This design comes from an exercise in tuning for small area and a short achievable clock period on the open sky130 flow, not from production work. No driver is modelled on the clock port, so clocking that relies on it looks cheaper here than on a real chip. Power and IR drop assume default switching activity.

## lane 4
// life
module life #(
    parameter int unsigned X         = 16,
    parameter int unsigned Y         = 16,
    parameter int unsigned LOG2X     = 4,
    parameter int unsigned LOG2Y     = 4,
    parameter int unsigned HIGH_BITS = 10
) (
    input  logic             clk,
    input  logic             reset,
    input  logic [life_pkg::KEY_W-1:0] keys,
    output logic [Y-1:0]     row,
    output logic [X-1:0]     col
);
    life_pkg::key_e       key_c;
    life_pkg::key_e       key_q;      
    logic                 sweep;      
    logic                 swap;       
    logic                 swap_q;     
    logic [7:0]           k;          
    logic [LOG2X-1:0]     cx;         
    logic [LOG2Y-1:0]     cd;         
    logic                 run_mode;
    logic [HIGH_BITS-1:0] prescaler;
    logic                 scan_on;    
    logic             idle_c;
    logic             start_c;
    logic             edit_c;
    logic [X-1:0]     disp_row;
    assign key_c   = life_pkg::key_e'(keys);
    assign idle_c  = !sweep && !swap;
    assign start_c = idle_c && ((key_c == life_pkg::KEY_NEXT) || (run_mode && (&prescaler)));
    assign edit_c  = idle_c && (key_c != life_pkg::KEY_NEXT) && (key_c != life_pkg::KEY_RUN);
    always_ff @(posedge clk or negedge reset) begin
        if (!reset) begin
            sweep  <= 1'b0;
            swap   <= 1'b0;
            swap_q <= 1'b0;
        end else begin
            swap_q <= swap;
            swap   <= sweep && (&k);
            sweep <= start_c || (sweep && !(&k));
        end
    end
    always_ff @(posedge clk) begin
  ...
Size in the first run: ~1700 cells after synthesis, ~580 flip-flops, about 21000 um2 of cells after synthesis.
==> module life_data, before the edit <==
module life_data (
    input  logic        clk,
    input  logic        reset,
    input  logic        swap,       
    input  logic        swap_q,     
    input  logic [2:0]  pair,       
    input  logic        flip_en,
    input  logic [3:0]  flip_d,     
    input  logic [3:0]  flip_x,
    output logic [15:0] disp_row    
);
    logic [15:0][15:0] brd;   
    logic [15:0][15:0] chg;   
    logic [15:0]       chg_in;      
    logic [3:0]        sa, sm, sb;
    logic [3:0]        sa_q, sm_q, sb_q;   
    logic [2:0]        pair_q;             
    logic [1:0]        new_cells;
    logic [15:0]       col_sel;
    always_comb begin
        logic [7:0] ca, cm, cb;
        for (int j = 0; j < 4; j++) begin
            for (int q = 0; q < 8; q++) begin
                ca[q] = brd[15][(2 * q + j + 15) % 16];
                cm[q] = brd[0][(2 * q + j + 15) % 16];
                cb[q] = brd[1][(2 * q + j + 15) % 16];
            end
            sa[j] = ca[pair];
            sm[j] = cm[pair];
            sb[j] = cb[pair];
        end
    end
    assign new_cells = life_pkg::life_strip(sa_q, sm_q, sb_q);
    always_comb begin
        for (int j = 0; j < 16; j++) begin
            chg_in[j] = (pair_q == 3'(j / 2)) ? new_cells[j % 2] ^ sm_q[j % 2 + 1] : chg[15][j];
        end
    end
    assign col_sel  = flip_en ? (16'b1 << flip_x) : 16'b0;
    assign disp_row = brd[15];
    always_ff @(posedge clk or negedge reset) begin
        if (!reset) begin
            brd <= '0;
        end else begin
            for (int i = 0; i < 16; i++) begin
                logic        load;
                logic [15:0] change;
                load   = (i < 14 && swap) || (i == 14 && (swap || swap_q));
                change = (i == 14) ? chg_in : chg[(i + 1) % 16];
                brd[i] <= brd[(i + 1) % 16]
                        ^ ((load ? change : 16'b0)
                           | ((flip_d == 4'((i + 1) % 16)) ? col_sel : 16'b0));
            end
        end
    end
    always_ff @(posedge clk) begin
        sa_q    <= sa;
        sm_q    <= sm;
        sb_q    <= sb;
        pair_q  <= pair;
        chg[15] <= chg[0];
        chg[14] <= chg_in;
        for (int i = 0; i < 14; i++) begin
            chg[i] <= chg[i + 1];
        end
    end
endmodule
==> module life, before the edit <==
module life #(
    parameter int unsigned X         = 16,
    parameter int unsigned Y         = 16,
    parameter int unsigned LOG2X     = 4,
    parameter int unsigned LOG2Y     = 4,
    parameter int unsigned HIGH_BITS = 10
) (
    input  logic             clk,
    input  logic             reset,
    input  logic [life_pkg::KEY_W-1:0] keys,
    output logic [Y-1:0]     row,
    output logic [X-1:0]     col
);
    life_pkg::key_e       key_c;
    life_pkg::key_e       key_q;      
    logic                 sweep;      
    logic                 swap;       
    logic                 swap_q;     
    logic [7:0]           k;          
    logic [LOG2X-1:0]     cx;         
    logic [LOG2Y-1:0]     cd;         
    logic                 run_mode;
    logic [HIGH_BITS-1:0] prescaler;
    logic                 scan_on;    
    logic             idle_c;
    logic             start_c;
    logic             edit_c;
    logic [X-1:0]     disp_row;
    assign key_c   = life_pkg::key_e'(keys);
    assign idle_c  = !sweep && !swap;
    assign start_c = idle_c && ((key_c == life_pkg::KEY_NEXT) || (run_mode && (&prescaler)));
    assign edit_c  = idle_c && (key_c != life_pkg::KEY_NEXT) && (key_c != life_pkg::KEY_RUN);
    always_ff @(posedge clk or negedge reset) begin
        if (!reset) begin
            sweep  <= 1'b0;
            swap   <= 1'b0;
            swap_q <= 1'b0;
        end else begin
            swap_q <= swap;
            swap   <= sweep && (&k);
            sweep <= start_c || (sweep && !(&k));
        end
    end
    always_ff @(posedge clk) begin
        k <= sweep ? k + 1'b1 : 8'd0;
    end
    always_ff @(posedge clk or negedge reset) begin
        if (!reset) begin
            key_q <= life_pkg::KEY_NONE;
            cx    <= '0;
            cd    <= '0;
        end else begin
            key_q <= edit_c ? key_c : life_pkg::KEY_NONE;
            cd    <= cd - 1'b1;
            case (key_q)
                life_pkg::KEY_UP:    cd <= cd - 2'd2;
                life_pkg::KEY_DOWN:  cd <= cd;
                life_pkg::KEY_LEFT:  cx <= cx - 1'b1;
                life_pkg::KEY_RIGHT: cx <= cx + 1'b1;
                default: ;
            endcase
        end
    end
    always_ff @(posedge clk or negedge reset) begin
        if (!reset) begin
            prescaler <= '0;
            run_mode  <= 1'b0;
        end else begin
            prescaler <= prescaler + 1'b1;
            if (key_c == life_pkg::KEY_RUN) begin
                run_mode <= ~run_mode;
            end
        end
    end
    always_ff @(posedge clk or negedge reset) begin
        if (!reset) begin
            scan_on <= 1'b0;
            row     <= '0;
        end else begin
            scan_on <= 1'b1;
            row     <= {row[Y-2:0], row[Y-1] | !scan_on};
        end
    end
    assign col = disp_row;
    life_data l_data (
        .clk      (clk),
        .reset    (reset),
        .swap     (swap),
        .swap_q   (swap_q),
        .pair     (k[6:4]),
        .flip_en  (key_q == life_pkg::KEY_FLIP),
        .flip_d   (cd),
        .flip_x   (cx),
        .disp_row (disp_row)
    );
endmodule
Settings: LEC_CHECK=0, CAP_MARGIN=40, CORE_MARGIN=2, CORE_UTILIZATION=40, CTS_CLUSTER_DIAMETER=100, CTS_CLUSTER_SIZE=25, SLEW_MARGIN=40; clock period 9.0 ns.
standard.sh (not shown) runs the stock make flow with config.mk's settings and CLKGATE_MAP_FILE= SYNTH_SCRIPT=/design/flow/synth_recipe.tcl, a recipe that flattens the netlist after the stock synthesis.
==> flow/flow/run.sh <==
#!/bin/bash
# Standard layout with the port buffers a buf_2 and a tighter setup margin for repair,
# and the clock tree's root buffer removed after clock tree synthesis.
set -euo pipefail
ARGS=(SETUP_SLACK_MARGIN=6.2 "BUFFER_PORTS_ARGS=-buffer_cell sky130_fd_sc_hd__buf_2")
bash standard.sh "${ARGS[@]}" cts > flow_to_cts.log 2>&1
UNROOT_ODB=orfs/results/sky130hd/life/base/4_cts.odb openroad -no_init -exit flow/unroot.tcl > unroot.log 2>&1
bash standard.sh "${ARGS[@]}" finish > flow_to_finish.log 2>&1
==> flow/flow/unroot.tcl <==
# Remove the clock tree's root buffer: the clock port then drives the tree's first-level
# buffers (two) directly, one buffer less on every register's clock path.
set odb_file $::env(UNROOT_ODB)
read_db $odb_file
set block [ord::get_db_block]
set clk_net [$block findNet clk]
set root ""
foreach iterm [$clk_net getITerms] {
    if {[$iterm isInputSignal]} {
        set root [$iterm getInst]
    }
}
if {$root == "" || [llength [$clk_net getITerms]] != 1} {
    puts "unroot: clock port does not drive a single root buffer; layout left as it is"
    exit 0
}
set out_net [[$root findITerm X] getNet]
set loads [$out_net getITerms]
puts "unroot: root [$root getName] drives [expr {[llength $loads] - 1}] buffers"
if {[llength $loads] - 1 > 4} {
    puts "unroot: too many first-level buffers; layout left as it is"
    exit 0
}
foreach iterm $loads {
    if {[$iterm getInst] != $root} {
        $iterm disconnect
        $iterm connect $clk_net
    }
}
[$root findITerm A] disconnect
[$root findITerm X] disconnect
odb::dbInst_destroy $root
odb::dbNet_destroy $out_net
write_db $odb_file
puts "unroot: done"
Every stage of the flow completed for lane 4, and the final layout passed the timing, design-rule and antenna checks.
For lane 3, these inputs were changed with respect to lane 4:
diff --git a/flow/design.v b/flow/design.v
--- a/flow/design.v
+++ b/flow/design.v
@@ -34,14 +34,13 @@
         end
     endfunction
 endpackage
 module life_data (
     input  logic        clk,
     input  logic        reset,
-    input  logic        swap,       
-    input  logic        swap_q,     
+    input  logic        inst,       
     input  logic [2:0]  pair,       
     input  logic        flip_en,
     input  logic [3:0]  flip_d,     
     input  logic [3:0]  flip_x,
     output logic [15:0] disp_row    
 );
@@ -54,52 +53,46 @@
     logic [1:0]        new_cells;
     logic [15:0]       col_sel;
     always_comb begin
         logic [7:0] ca, cm, cb;
         for (int j = 0; j < 4; j++) begin
             for (int q = 0; q < 8; q++) begin
-                ca[q] = brd[15][(2 * q + j + 15) % 16];
-                cm[q] = brd[0][(2 * q + j + 15) % 16];
-                cb[q] = brd[1][(2 * q + j + 15) % 16];
+                ca[q] = brd[0][(2 * q + j + 15) % 16];
+                cm[q] = brd[1][(2 * q + j + 15) % 16];
+                cb[q] = brd[2][(2 * q + j + 15) % 16];
             end
             sa[j] = ca[pair];
             sm[j] = cm[pair];
             sb[j] = cb[pair];
         end
     end
     assign new_cells = life_pkg::life_strip(sa_q, sm_q, sb_q);
     always_comb begin
         for (int j = 0; j < 16; j++) begin
-            chg_in[j] = (pair_q == 3'(j / 2)) ? new_cells[j % 2] ^ sm_q[j % 2 + 1] : chg[15][j];
+            chg_in[j] = (pair_q == 3'(j / 2)) ? new_cells[j % 2] ^ sm_q[j % 2 + 1] : chg[0][j];
         end
     end
     assign col_sel  = flip_en ? (16'b1 << flip_x) : 16'b0;
     assign disp_row = brd[15];
     always_ff @(posedge clk or negedge reset) begin
         if (!reset) begin
             brd <= '0;
         end else begin
-            for (int i = 0; i < 16; i++) begin
-                logic        load;
-                logic [15:0] change;
-                load   = (i < 14 && swap) || (i == 14 && (swap || swap_q));
-                change = (i == 14) ? chg_in : chg[(i + 1) % 16];
-                brd[i] <= brd[(i + 1) % 16]
-                        ^ ((load ? change : 16'b0)
-                           | ((flip_d == 4'((i + 1) % 16)) ? col_sel : 16'b0));
+            for (int i = 0; i < 15; i++) begin
+                brd[i] <= brd[i + 1] ^ ((flip_d == 4'(i + 1)) ? col_sel : 16'b0);
             end
+            brd[15] <= brd[0] ^ (inst ? chg[0] : 16'b0) ^ ((flip_d == 4'd0) ? col_sel : 16'b0);
         end
     end
     always_ff @(posedge clk) begin
         sa_q    <= sa;
         sm_q    <= sm;
         sb_q    <= sb;
         pair_q  <= pair;
-        chg[15] <= chg[0];
-        chg[14] <= chg_in;
-        for (int i = 0; i < 14; i++) begin
+        chg[15] <= chg_in;
+        for (int i = 0; i < 15; i++) begin
             chg[i] <= chg[i + 1];
         end
     end
 endmodule
 module life #(
     parameter int unsigned X         = 16,
@@ -115,13 +108,14 @@
     output logic [X-1:0]     col
 );
     life_pkg::key_e       key_c;
     life_pkg::key_e       key_q;      
     logic                 sweep;      
     logic                 swap;       
-    logic                 swap_q;     
+    logic                 inst;       
+    logic [3:0]           inst_n;     
     logic [7:0]           k;          
     logic [LOG2X-1:0]     cx;         
     logic [LOG2Y-1:0]     cd;         
     logic                 run_mode;
     logic [HIGH_BITS-1:0] prescaler;
     logic                 scan_on;    
@@ -132,23 +126,24 @@
     assign key_c   = life_pkg::key_e'(keys);
     assign idle_c  = !sweep && !swap;
     assign start_c = idle_c && ((key_c == life_pkg::KEY_NEXT) || (run_mode && (&prescaler)));
     assign edit_c  = idle_c && (key_c != life_pkg::KEY_NEXT) && (key_c != life_pkg::KEY_RUN);
     always_ff @(posedge clk or negedge reset) begin
         if (!reset) begin
-            sweep  <= 1'b0;
-            swap   <= 1'b0;
-            swap_q <= 1'b0;
+            sweep <= 1'b0;
+            swap  <= 1'b0;
+            inst  <= 1'b0;
         end else begin
-            swap_q <= swap;
-            swap   <= sweep && (&k);
+            swap  <= sweep && (&k);
             sweep <= start_c || (sweep && !(&k));
+            inst  <= swap || (inst && !(&inst_n));
         end
     end
     always_ff @(posedge clk) begin
-        k <= sweep ? k + 1'b1 : 8'd0;
+        k      <= sweep ? k + 1'b1 : 8'd0;
+        inst_n <= inst ? inst_n + 1'b1 : 4'd0;
     end
     always_ff @(posedge clk or negedge reset) begin
         if (!reset) begin
             key_q <= life_pkg::KEY_NONE;
             cx    <= '0;
             cd    <= '0;
@@ -185,14 +180,13 @@
         end
     end
     assign col = disp_row;
     life_data l_data (
         .clk      (clk),
         .reset    (reset),
-        .swap     (swap),
-        .swap_q   (swap_q),
+        .inst     (inst),
         .pair     (k[6:4]),
         .flip_en  (key_q == life_pkg::KEY_FLIP),
         .flip_d   (cd),
         .flip_x   (cx),
         .disp_row (disp_row)
     );
Results
Post-layout net count, lane 4 and lane 3: larger value in lane 4
Delta (lane 3 minus lane 4): post-synthesis mux area share up 0.60 points, standby leakage power up 8.5%, post-layout total power down about 11%, cell count down 150.
Function was not checked in any run of this note: the RTL went through the layout flow alone.

==> separate check: timing with driven ports <==
No port has a modelled driver above. Below, the same layouts with a new extraction and two added sets of constraints. Step 1: set_driving_cell puts a clkbuf_16 on clk and a buf_2 on each other input, an assumption about the parent block. Step 2, shift: input delay + t, output delay - t, t = (earliest + latest rising clock arrival at the registers) / 2. This alone moves slack from input paths to output paths. Three values: ideal, step 1, step 2; two values: the first two.
run | shift t [ns] | setup WS [ns] | worst slew at a driven data input, ns | pins driven straight from the clock port
lane 4 | 0.509 | 6.123 / 6.050 / 5.951 | 0.05 | 2
lane 3 | 0.489 | 6.179 / 6.114 / 5.960 | 0.06 | 2
After both steps every run listed still meets setup and hold. The setup slack of lane 3, which loses most, moves by -0.065 ns with the drivers and by -0.219 ns with both steps. The worst setup slack also covers recovery checks on asynchronous resets.
